This is an optimization exercise on Yosys and OpenROAD, whose aim is small area, not a production implementation. The RTL was checked by simulation tests, not by an equivalence proof against the original design. Power is estimated from default activity; no workload was simulated.

<file path="design/flow/run.sh">
#!/bin/bash
# synth_recipe.tcl (not shown) runs the flow's synth.tcl, then flattens the netlist and writes it again
# the make line also repeats each setting of config.mk as NAME=value (left out here)
make -C /OpenROAD-flow-scripts/flow DESIGN_CONFIG=/design/flow/config.mk WORK_HOME=/design/flow/orfs CLKGATE_MAP_FILE= SYNTH_SCRIPT=/design/flow/synth_recipe.tcl finish
</file>
<file path="design/flow/design.v">
`timescale 1ns/1ps
`default_nettype none
package rvExecPkg;
    localparam int Xlen     = 32;                  
    localparam int RegAddrW = 5;                   
    localparam logic [3:0] AluAdd   = 4'b0000;
    localparam logic [3:0] AluSub   = 4'b0001;
    localparam logic [3:0] AluPassB = 4'b0010;     
    localparam logic [3:0] AluAnd   = 4'b0011;
    localparam logic [3:0] AluXor   = 4'b0100;
    localparam logic [3:0] AluOr    = 4'b0101;
    localparam logic [3:0] AluSll   = 4'b0110;
    localparam logic [3:0] AluSrl   = 4'b0111;
    localparam logic [3:0] AluSra   = 4'b1000;
    localparam logic [3:0] AluSlt   = 4'b1001;
    localparam logic [3:0] AluSltu  = 4'b1010;
    localparam logic SrcARs1 = 1'b0;
    localparam logic SrcAPc  = 1'b1;
    localparam logic [1:0] SrcBRs2  = 2'd0;
    localparam logic [1:0] SrcBImm  = 2'd1;
    localparam logic [1:0] SrcBFour = 2'd2;        
    localparam logic [1:0] FwdNone = 2'd0;
    localparam logic [1:0] FwdWb   = 2'd1;
    localparam logic [1:0] FwdMem  = 2'd2;
endpackage
`default_nettype wire
`timescale 1ns/1ps
`default_nettype none
import rvExecPkg::*;
module alu (
    input  logic [3:0]                     aluCode,
    input  logic [rvExecPkg::Xlen-1:0]     a,
    input  logic [rvExecPkg::Xlen-1:0]     b,
    output logic [rvExecPkg::Xlen-1:0]     result
);
    logic [4:0] shamt;
    logic       ltSigned;
    logic       ltUnsigned;
    assign shamt      = b[4:0];                   
    assign ltSigned   = $signed(a) < $signed(b);
    assign ltUnsigned = a < b;
    always_comb begin
        case (aluCode)
            AluAdd:   result = a + b;
            AluSub:   result = a - b;
            AluAnd:   result = a & b;
            AluOr:    result = a | b;
            AluXor:   result = a ^ b;
            AluSll:   result = a << shamt;
            AluSrl:   result = a >> shamt;
            AluSra:   result = $unsigned($signed(a) >>> shamt);    
            AluSlt:   result = {{(Xlen-1){1'b0}}, ltSigned};
            AluSltu:  result = {{(Xlen-1){1'b0}}, ltUnsigned};
            AluPassB: result = b;
            default:  result = a + b;             
        endcase
    end
endmodule
`default_nettype wire
`timescale 1ns/1ps
`default_nettype none
import rvExecPkg::*;
module regFile (
    input  logic                              clk,
    input  logic                              rst,
    input  logic [rvExecPkg::RegAddrW-1:0]    rs1Addr,
    input  logic [rvExecPkg::RegAddrW-1:0]    rs2Addr,
    input  logic                              wbRegWrite,
    input  logic [rvExecPkg::RegAddrW-1:0]    wbRdAddr,
    input  logic [rvExecPkg::Xlen-1:0]        wbResult,
    output logic [rvExecPkg::Xlen-1:0]        rs1Data,
    output logic [rvExecPkg::Xlen-1:0]        rs2Data
);
    logic [Xlen-1:0] regs [1:31];    
    logic            wrEn;
    assign wrEn = wbRegWrite && (wbRdAddr != {RegAddrW{1'b0}});
    always_ff @(posedge clk) begin
        if (rst) begin
            for (int i = 1; i < 32; i++) begin
                regs[i] <= {Xlen{1'b0}};
            end
        end else if (wrEn) begin
            regs[wbRdAddr] <= wbResult;
        end
    end
    function automatic logic [Xlen-1:0] readPort(input logic [RegAddrW-1:0] addr);
        if (addr == {RegAddrW{1'b0}}) begin
            readPort = {Xlen{1'b0}};              
        end else if (wrEn && (addr == wbRdAddr)) begin
            readPort = wbResult;                  
        end else begin
            readPort = regs[addr];
        end
    endfunction
    always_comb rs1Data = readPort(rs1Addr);
    always_comb rs2Data = readPort(rs2Addr);
endmodule
`default_nettype wire
`timescale 1ns/1ps
`default_nettype none
module idExReg (
    input  logic                              clk,
    input  logic                              rst,
    input  logic                              valid,
    input  logic [3:0]                        aluCode,
    input  logic                              srcA,
    input  logic [1:0]                        srcB,
    input  logic [rvExecPkg::Xlen-1:0]        imm,
    input  logic [rvExecPkg::Xlen-1:0]        pc,
    input  logic [rvExecPkg::RegAddrW-1:0]    rs1Addr,
    input  logic [rvExecPkg::RegAddrW-1:0]    rs2Addr,
    input  logic [rvExecPkg::RegAddrW-1:0]    rdAddr,
    input  logic                              regWrite,
    input  logic [rvExecPkg::Xlen-1:0]        rs1Data,
    input  logic [rvExecPkg::Xlen-1:0]        rs2Data,
    output logic                              validEx,
    output logic [3:0]                        aluCodeEx,
    output logic                              srcAEx,
    output logic [1:0]                        srcBEx,
    output logic [rvExecPkg::Xlen-1:0]        immEx,
    output logic [rvExecPkg::Xlen-1:0]        pcEx,
    output logic [rvExecPkg::RegAddrW-1:0]    rs1AddrEx,
    output logic [rvExecPkg::RegAddrW-1:0]    rs2AddrEx,
    output logic [rvExecPkg::RegAddrW-1:0]    rdAddrEx,
    output logic                              regWriteEx,
    output logic [rvExecPkg::Xlen-1:0]        rs1DataEx,
    output logic [rvExecPkg::Xlen-1:0]        rs2DataEx
);
    always_ff @(posedge clk) begin
        if (rst) begin
            validEx    <= 1'b0;
            regWriteEx <= 1'b0;
        end else begin
            validEx    <= valid;
            regWriteEx <= valid & regWrite;   
        end
        aluCodeEx <= aluCode;
        srcAEx    <= srcA;
        srcBEx    <= srcB;
        immEx     <= imm;
        pcEx      <= pc;
        rs1AddrEx <= rs1Addr;
        rs2AddrEx <= rs2Addr;
        rdAddrEx  <= rdAddr;
        rs1DataEx <= rs1Data;
        rs2DataEx <= rs2Data;
    end
endmodule
`default_nettype wire
`timescale 1ns/1ps
`default_nettype none
import rvExecPkg::*;
module exStage (
    input  logic [3:0]                        aluCodeEx,
    input  logic                              srcAEx,
    input  logic [1:0]                        srcBEx,
    input  logic [rvExecPkg::Xlen-1:0]        immEx,
    input  logic [rvExecPkg::Xlen-1:0]        pcEx,
    input  logic [rvExecPkg::RegAddrW-1:0]    rs1AddrEx,
    input  logic [rvExecPkg::RegAddrW-1:0]    rs2AddrEx,
    input  logic [rvExecPkg::Xlen-1:0]        rs1DataEx,
    input  logic [rvExecPkg::Xlen-1:0]        rs2DataEx,
    input  logic                              memRegWrite,
    input  logic [rvExecPkg::RegAddrW-1:0]    memRdAddr,
    input  logic [rvExecPkg::Xlen-1:0]        memResult,
    input  logic                              wbRegWrite,
    input  logic [rvExecPkg::RegAddrW-1:0]    wbRdAddr,
    input  logic [rvExecPkg::Xlen-1:0]        wbResult,
    output logic [rvExecPkg::Xlen-1:0]        aluResult,
    output logic [rvExecPkg::Xlen-1:0]        storeData
);
    logic [1:0]      fwdA;
    logic [1:0]      fwdB;
    logic [Xlen-1:0] rs1Fwd;
    logic [Xlen-1:0] rs2Fwd;
    logic [Xlen-1:0] opA;
    logic [Xlen-1:0] opB;
    function automatic logic [1:0] fwdSel(input logic [RegAddrW-1:0] src);
        if (memRegWrite && (memRdAddr != {RegAddrW{1'b0}}) && (memRdAddr == src)) begin
            fwdSel = FwdMem;
        end else if (wbRegWrite && (wbRdAddr != {RegAddrW{1'b0}}) && (wbRdAddr == src)) begin
            fwdSel = FwdWb;
        end else begin
            fwdSel = FwdNone;
        end
    endfunction
    function automatic logic [Xlen-1:0] fwdMux(input logic [1:0]      sel,
                                               input logic [Xlen-1:0] rfData);
        case (sel)
            FwdMem:  fwdMux = memResult;
            FwdWb:   fwdMux = wbResult;
            default: fwdMux = rfData;
        endcase
    endfunction
    always_comb begin
        fwdA   = fwdSel(rs1AddrEx);
        fwdB   = fwdSel(rs2AddrEx);
        rs1Fwd = fwdMux(fwdA, rs1DataEx);
        rs2Fwd = fwdMux(fwdB, rs2DataEx);
    end
    assign opA = (srcAEx == SrcAPc) ? pcEx : rs1Fwd;
    always_comb begin
        case (srcBEx)
            SrcBImm:  opB = immEx;
            SrcBFour: opB = 32'd4;                
            default:  opB = rs2Fwd;
        endcase
    end
    assign storeData = rs2Fwd;                    
    alu aluInst (
        .aluCode (aluCodeEx),
        .a       (opA),
        .b       (opB),
        .result  (aluResult)
    );
endmodule
`default_nettype wire
`timescale 1ns/1ps
`default_nettype none
module retireStages (
    input  logic                              clk,
    input  logic                              rst,
    input  logic                              validEx,
    input  logic                              regWriteEx,
    input  logic [rvExecPkg::RegAddrW-1:0]    rdAddrEx,
    input  logic [rvExecPkg::Xlen-1:0]        aluResult,
    input  logic [rvExecPkg::Xlen-1:0]        storeData,
    output logic                              memValid,
    output logic                              memRegWrite,
    output logic [rvExecPkg::RegAddrW-1:0]    memRdAddr,
    output logic [rvExecPkg::Xlen-1:0]        memResult,
    output logic                              wbValid,
    output logic                              wbRegWrite,
    output logic [rvExecPkg::RegAddrW-1:0]    wbRdAddr,
    output logic [rvExecPkg::Xlen-1:0]        wbResult,
    output logic [rvExecPkg::Xlen-1:0]        memStoreData
);
    always_ff @(posedge clk) begin
        if (rst) begin
            memValid    <= 1'b0;
            memRegWrite <= 1'b0;
            wbValid     <= 1'b0;
            wbRegWrite  <= 1'b0;
        end else begin
            memValid    <= validEx;
            memRegWrite <= regWriteEx;
            wbValid     <= memValid;
            wbRegWrite  <= memRegWrite;
        end
        memRdAddr   <= rdAddrEx;
        memResult   <= aluResult;
        memStoreData <= storeData;            
        wbRdAddr    <= memRdAddr;
        wbResult    <= memResult;
    end
endmodule
`default_nettype wire
`timescale 1ns/1ps
`default_nettype none
import rvExecPkg::*;
module rvExecTop (
    input  logic                              clk,
    input  logic                              rst,
    input  logic                              issueValid,
    input  logic [3:0]                        aluCode,
    input  logic                              srcA,
    input  logic [1:0]                        srcB,
    input  logic [rvExecPkg::Xlen-1:0]        imm,
    input  logic [rvExecPkg::Xlen-1:0]        pc,
    input  logic [rvExecPkg::RegAddrW-1:0]    rs1Addr,
    input  logic [rvExecPkg::RegAddrW-1:0]    rs2Addr,
    input  logic [rvExecPkg::RegAddrW-1:0]    rdAddr,
    input  logic                              regWrite,
    output logic                              memValid,
    output logic [rvExecPkg::RegAddrW-1:0]    memRdAddr,
    output logic                              memRegWrite,
    output logic [rvExecPkg::Xlen-1:0]        memResult,
    output logic [rvExecPkg::Xlen-1:0]        memStoreData,
    output logic                              wbValid,
    output logic [rvExecPkg::RegAddrW-1:0]    wbRdAddr,
    output logic                              wbRegWrite,
    output logic [rvExecPkg::Xlen-1:0]        wbData
);
    logic [Xlen-1:0]     rs1Data;
    logic [Xlen-1:0]     rs2Data;
    logic                validEx;
    logic [3:0]          aluCodeEx;
    logic                srcAEx;
    logic [1:0]          srcBEx;
    logic [Xlen-1:0]     immEx;
    logic [Xlen-1:0]     pcEx;
    logic [RegAddrW-1:0] rs1AddrEx;
    logic [RegAddrW-1:0] rs2AddrEx;
    logic [RegAddrW-1:0] rdAddrEx;
    logic                regWriteEx;
    logic [Xlen-1:0]     rs1DataEx;
    logic [Xlen-1:0]     rs2DataEx;
    logic [Xlen-1:0]     aluResult;
    logic [Xlen-1:0]     storeData;
    logic [Xlen-1:0]     wbResult;             
    regFile regFileInst (
        .clk     (clk),
        .rst     (rst),
        .rs1Addr (rs1Addr),
        .rs2Addr (rs2Addr),
        .wbRegWrite (wbRegWrite),
        .wbRdAddr   (wbRdAddr),
        .wbResult   (wbResult),
        .rs1Data (rs1Data),
        .rs2Data (rs2Data)
    );
    idExReg idExInst (
        .clk        (clk),
        .rst        (rst),
        .valid      (issueValid),
        .aluCode    (aluCode),
        .srcA       (srcA),
        .srcB       (srcB),
        .imm        (imm),
        .pc         (pc),
        .rs1Addr    (rs1Addr),
        .rs2Addr    (rs2Addr),
        .rdAddr     (rdAddr),
        .regWrite   (regWrite),
        .rs1Data    (rs1Data),
        .rs2Data    (rs2Data),
        .validEx    (validEx),
        .aluCodeEx  (aluCodeEx),
        .srcAEx     (srcAEx),
        .srcBEx     (srcBEx),
        .immEx      (immEx),
        .pcEx       (pcEx),
        .rs1AddrEx  (rs1AddrEx),
        .rs2AddrEx  (rs2AddrEx),
        .rdAddrEx   (rdAddrEx),
        .regWriteEx (regWriteEx),
        .rs1DataEx  (rs1DataEx),
        .rs2DataEx  (rs2DataEx)
    );
    exStage exInst (
        .aluCodeEx (aluCodeEx),
        .srcAEx    (srcAEx),
        .srcBEx    (srcBEx),
        .immEx     (immEx),
        .pcEx      (pcEx),
        .rs1AddrEx (rs1AddrEx),
        .rs2AddrEx (rs2AddrEx),
        .rs1DataEx (rs1DataEx),
        .rs2DataEx (rs2DataEx),
        .memRegWrite (memRegWrite),
        .memRdAddr   (memRdAddr),
        .memResult   (memResult),
        .wbRegWrite  (wbRegWrite),
        .wbRdAddr    (wbRdAddr),
        .wbResult    (wbResult),
        .aluResult (aluResult),
        .storeData (storeData)
    );
    retireStages retireInst (
        .clk          (clk),
        .rst          (rst),
        .validEx      (validEx),
        .regWriteEx   (regWriteEx),
        .rdAddrEx     (rdAddrEx),
        .aluResult    (aluResult),
        .storeData    (storeData),
        .memValid     (memValid),
        .memRegWrite  (memRegWrite),
        .memRdAddr    (memRdAddr),
        .memResult    (memResult),
        .wbValid      (wbValid),
        .wbRegWrite   (wbRegWrite),
        .wbRdAddr     (wbRdAddr),
        .wbResult     (wbResult),
        .memStoreData (memStoreData)
    );
    assign wbData = wbResult;
endmodule
`default_nettype wire
</file>
<file path="design/flow/constraint.sdc">
create_clock -name core_clock -period 6.0 [get_ports {clk}]
set_input_delay 1.2000 -clock core_clock [delete_from_list [all_inputs] [get_ports {clk}]]
set_output_delay 1.2000 -clock core_clock [all_outputs]
set_load 0.01 [all_outputs]
</file>
<file path="design/flow/config.mk">
export PLATFORM = sky130hd
export DESIGN_NAME = rvExecTop
export DESIGN_NICKNAME = rvExecTop
export VERILOG_FILES = /design/flow/design.v
export SDC_FILE = /design/flow/constraint.sdc
export NUM_CORES = 4
export LEC_CHECK = 0
export CAP_MARGIN = 20
export CORE_MARGIN = 2
export CORE_UTILIZATION = 45
export SLEW_MARGIN = 20
</file>
==> run notes <==
number of port buffers 199; number of standard cells in the final layout excluding fillers 7,881; Worst-Margin Slew 1.19 ns; dpl hpwl 195,000 um; number of global-route vias before repair 51,100; TritonCTS clock tree built; largest vdd supply drop 317 uV; standard-cell rows 146; # placed instances 7,600; CP Capture Point retireInst.memResult[31]$_DFF_P_; Crit path required time 6.70 ns; maximum clock path buffer count 3; routed via count divided by cell count 6.57; WL/cell 37.1 um; number of instances in the synthesized netlist 5,489; effective utilization at floorplan 45.2%; type of element launching the critical path register; final setup vio count 0; CTS clock-pin slew for the worst setup and hold paths 0.06 ns; Iteration-0 DRC Markers 7,113; Overall Global Routing Usage 35.8%; Root Buffer Master sky130_fd_sc_hd__clkbuf_16; max-cap viol count 0; startpoint of the most critical register-to-register path retireInst.wbRdAddr[4]$_DFF_P_; die height 402 um; leakage 30.6 nW; cell types with the highest counts after synthesis sky130_fd_sc_hd__edfxtp_1 (1,024), sky130_fd_sc_hd__and2_1 (1,000), sky130_fd_sc_hd__mux4_2 (546), sky130_fd_sc_hd__clkbuf_1 (418), sky130_fd_sc_hd__mux2i_1 (275); most frequent cell after synthesis sky130_fd_sc_hd__edfxtp_1; clock latency reported for the late side of the worst-skew pair 0.82 ns; # nets final 5,868; core region area 158,000 um2; final max-slew violation count 0; Max FO, Critical Path 11; proportion of synthesized flip-flops having asynchronous set or reset 0%; CTS HTree Levels 4; total clock buffers created by CTS 147; cts-stage hold buffer count 0; die width 402 um; number of primary I/O pins 200; maximum number of pins on one net before global-route repair 63; Peak Freq 175 MHz; Top FF cell, synth sky130_fd_sc_hd__edfxtp_1; floorplan die area 162,000 um2; count of flip-flops with a built-in enable after synthesis 1,024; library cell with the largest summed area after synthesis sky130_fd_sc_hd__edfxtp_1; first-pass GRT wire length 406,000 um; origin of the worst min-delay path idExInst.rdAddrEx[0]$_DFF_P_; Pwr per Cell Area 314 nW/um2; reg2reg path depth 22; Yosys cell types 92; critical path arrival 6.41 ns; area growth from synthesis to layout 15.0%; Remaining DRCs 0; overflow left after global routing 0; summed negative setup slack over all endpoints 0 ns; fraction of post-synthesis cell area in the top cell type by area 43.1%; classification of the worst setup path register to register; number of detailed-routing iterations run before antenna repair 5; count of fill cells added during filler insertion 13,400; number of nets still failing antenna checks after routing 0; remaining max-slew budget at the tightest pin 20.5%; portion of the clock cycle consumed by the worst path in the final layout 95.1%; capture instance of the worst register-to-register path retireInst.memResult[31]$_DFF_P_; total via count after detailed routing 51,800; status timing/DRC/antenna clean; fraction of layout cells with a size suffix above 1 22.0%; kind of capture point of the worst setup path register; detailed-route wire length 292,000 um; CTS Sinks 1,286; initial antenna violation count 23; weighted congestion reported at the end of routability-driven placement 1.01; Seq cells post-synth 1,286; main area contributors after synthesis sky130_fd_sc_hd__edfxtp_1 (43%), sky130_fd_sc_hd__mux4_2 (17%), sky130_fd_sc_hd__and2_1 (8.8%), sky130_fd_sc_hd__dfxtp_1 (7.4%), sky130_fd_sc_hd__mux2i_1 (3.9%); worst min-delay path class register to register; share of the yosys chip area belonging to registers 50.5%; minimum period implied by the final worst setup slack 5.71 ns; flop2flop setup slack 0.29 ns; Post-Synthesis Mean Instance Area 13.0 um2; RSZ-0062 raised after global routing false; share of the core filled with cells 52.0%; clock skew after layout 0.0548 ns; Yosys warning total 5; final number of hold-violating endpoints 0; CP startpoint retireInst.wbRdAddr[4]$_DFF_P_; total standard cell area after synthesis 71,300 um2
metrics by stage:
step / area (um2) / setup slack, ns / total power, mW / hold slack (ns)
4_1_cts: 82000 / 0.156 / 25.7 / 0.355
5_1_grt: 82000 / 0.0140 / 26.4 / 0.361
2_1_floorplan: 71400 / 0.0777 / 13.7 / 0.310
3_3_place_gp: 77200 / 0.234 / 16.7 / 0.353
3_5_place_dp: 77200 / 0.170 / 16.7 / 0.348
6_report: 82100 / 0.292 / 25.8 / 0.348
power breakdown:
part | internal, mW | switching, mW | leakage [nW]
logic | 2.10 | 3.82 | 15.5
clock network | 5.22 | 3.91 | 2.36
registers | 10.2 | 0.556 | 12.8
total | 17.5 | 8.29 | 30.6
worst max-delay path: stages, from the launching register on:
cell	delay [ns]
sky130_fd_sc_hd__dfxtp_1	0.34
sky130_fd_sc_hd__xor2_1	0.18
sky130_fd_sc_hd__or4b_1	0.65
sky130_fd_sc_hd__nor2_4	0.20
sky130_fd_sc_hd__buf_4	0.33
sky130_fd_sc_hd__mux2i_1	0.23
sky130_fd_sc_hd__o21ai_0	0.11
sky130_fd_sc_hd__buf_4	0.19
sky130_fd_sc_hd__a22oi_2	0.21
sky130_fd_sc_hd__ha_1	0.30
sky130_fd_sc_hd__buf_4	0.17
sky130_fd_sc_hd__a21oi_1	0.12
sky130_fd_sc_hd__or4_1	0.11
sky130_fd_sc_hd__o21ai_0	0.23
sky130_fd_sc_hd__o31ai_1	0.38
sky130_fd_sc_hd__buf_4	0.23
sky130_fd_sc_hd__o211a_1	0.22
sky130_fd_sc_hd__o21ai_1	0.14
sky130_fd_sc_hd__a221oi_1	0.37
sky130_fd_sc_hd__o21bai_1	0.11
sky130_fd_sc_hd__a21o_1	0.20
sky130_fd_sc_hd__a221o_1	0.29
sky130_fd_sc_hd__a211o_1	0.28
worst min-delay path by stage:
stage,cells past startpoint,slack (ns),endpoint
floorplan,0,0.31,retireInst.memRdAddr[0]$_DFF_P_
global placement,0,0.35,retireInst.memRdAddr[0]$_DFF_P_
detailed placement,0,0.35,retireInst.memRdAddr[0]$_DFF_P_
CTS,0,0.35,retireInst.memRdAddr[0]$_DFF_P_
global route,0,0.36,retireInst.memRdAddr[0]$_DFF_P_
finish,0,0.35,retireInst.memRdAddr[0]$_DFF_P_
final cells by class:
cell class | instances | area (um2) | share of cell area (%)
Timing Repair Buffer | 541 | 4930 | 6.01
Tap cell | 2072 | 2590 | 3.16
Antenna cell | 7 | 17.5 | 0.0213
Multi-Input combinational cell | 3604 | 33300 | 40.6
Inverter | 97 | 364 | 0.444
Clock inverter | 75 | 759 | 0.926
Sequential cell | 1286 | 36000 | 43.9
Clock buffer | 199 | 4070 | 4.96
layout by cell type, fill, tap and decap left out, types with 18 or more instances in the layout:
cell / netlist / routed
sky130_fd_sc_hd__ha_1: 99 / 99
sky130_fd_sc_hd__o221ai_1: 36 / 36
sky130_fd_sc_hd__and3_1: 32 / 32
sky130_fd_sc_hd__a221oi_1: 46 / 45
sky130_fd_sc_hd__buf_12: 0 / 29
sky130_fd_sc_hd__nand2_1: 144 / 141
sky130_fd_sc_hd__o21bai_1: 18 / 18
sky130_fd_sc_hd__a211o_1: 23 / 23
sky130_fd_sc_hd__conb_1: 1 / 32
sky130_fd_sc_hd__nor2_4: 1 / 23
sky130_fd_sc_hd__nor2_1: 254 / 220
sky130_fd_sc_hd__inv_1: 95 / 94
sky130_fd_sc_hd__mux2_2: 36 / 36
sky130_fd_sc_hd__o22ai_1: 54 / 54
sky130_fd_sc_hd__clkinv_1: 0 / 26
sky130_fd_sc_hd__a22oi_1: 43 / 38
sky130_fd_sc_hd__nand2b_1: 36 / 36
sky130_fd_sc_hd__and2_1: 1000 / 998
sky130_fd_sc_hd__o31a_1: 19 / 19
sky130_fd_sc_hd__mux4_2: 546 / 546
sky130_fd_sc_hd__xnor2_1: 34 / 34
sky130_fd_sc_hd__clkbuf_1: 418 / 37
sky130_fd_sc_hd__buf_4: 6 / 316
sky130_fd_sc_hd__or2_2: 37 / 37
sky130_fd_sc_hd__o21ai_0: 113 / 111
sky130_fd_sc_hd__clkdlybuf4s50_1: 0 / 189
sky130_fd_sc_hd__nor3_1: 58 / 55
sky130_fd_sc_hd__nor2b_1: 20 / 18
sky130_fd_sc_hd__nand3_1: 35 / 34
sky130_fd_sc_hd__dfxtp_1: 262 / 261
sky130_fd_sc_hd__mux2i_1: 275 / 275
sky130_fd_sc_hd__edfxtp_1: 1024 / 1024
sky130_fd_sc_hd__o211ai_1: 34 / 34
sky130_fd_sc_hd__a21oi_1: 189 / 188
sky130_fd_sc_hd__clkinv_2: 0 / 24
sky130_fd_sc_hd__a211oi_1: 148 / 148
sky130_fd_sc_hd__a21o_1: 18 / 18
sky130_fd_sc_hd__clkbuf_16: 0 / 151
cell families after synthesis:
kind of cell | synth area share [%]
AO/OA/AOI/OAI | 8.88
buffers and inverters | 3.43
multiplexers | 21.7
other | 0.00526
flip-flops | 50.5
XOR/XNOR | 0.589
AND/OR/NAND/NOR | 13.2
adder cells (fa/ha/maj) | 1.79
registers in the layout, summed over array words and instances (netlist names), 2 cells and up:
name                     count
regFileInst.regs          1024
idExInst.immEx              32
idExInst.pcEx               32
idExInst.rs1DataEx          32
idExInst.rs2DataEx          32
retireInst.memResult        32
retireInst.memStoreData     32
retireInst.wbResult         32
idExInst.rdAddrEx            5
idExInst.rs1AddrEx           5
idExInst.rs2AddrEx           5
retireInst.memRdAddr         5
retireInst.wbRdAddr          5
idExInst.aluCodeEx           4
idExInst.srcBEx              2
layer usage:
| metal | GRT usage, % | part of all wire (%) | up-vias |
|---|---|---|---|
| met4 | 15.7 | 4.9 | 6 |
| met2 | 56.3 | 46 | 3216 |
| met3 | 8.45 | 10 | 643 |
| met1 | 47.3 | 39 | 26600 |
| met5 | 0.238 | 0.027 | - |
| li1 | - | - | 21300 |
what timing repair did:
action | 4_1_cts | 5_1_grt
setup endpoints to repair | 0 | 6
resized for setup | 0 | 10
setup buffers | 0 | 0

==> port drivers added, routing unchanged <==
In the flow no input, the clock included, has a driving cell. The finished layout below was timed again as built, in two steps. Step 1: set_driving_cell puts a clkbuf_16 on clk and a buf_2 on each other input, an assumption about the parent block. Step 2 also shifts input and output timing later by t, the mid clock arrival at the registers, as if the neighbouring blocks saw the same clock. Three values: ideal ports, drivers, drivers and shift; two values: the first two.
t, ns: 0.873
slack for setup (ns): 0.292 / 0.292 / 0.292
hold slack, ns: 0.348 / 0.348 / 0.348
worst setup path after step 2: register to register
After both steps setup and hold are still met in this run. The setup slack of this run moves by 0.000 ns with the drivers and by 0.000 ns with both steps.
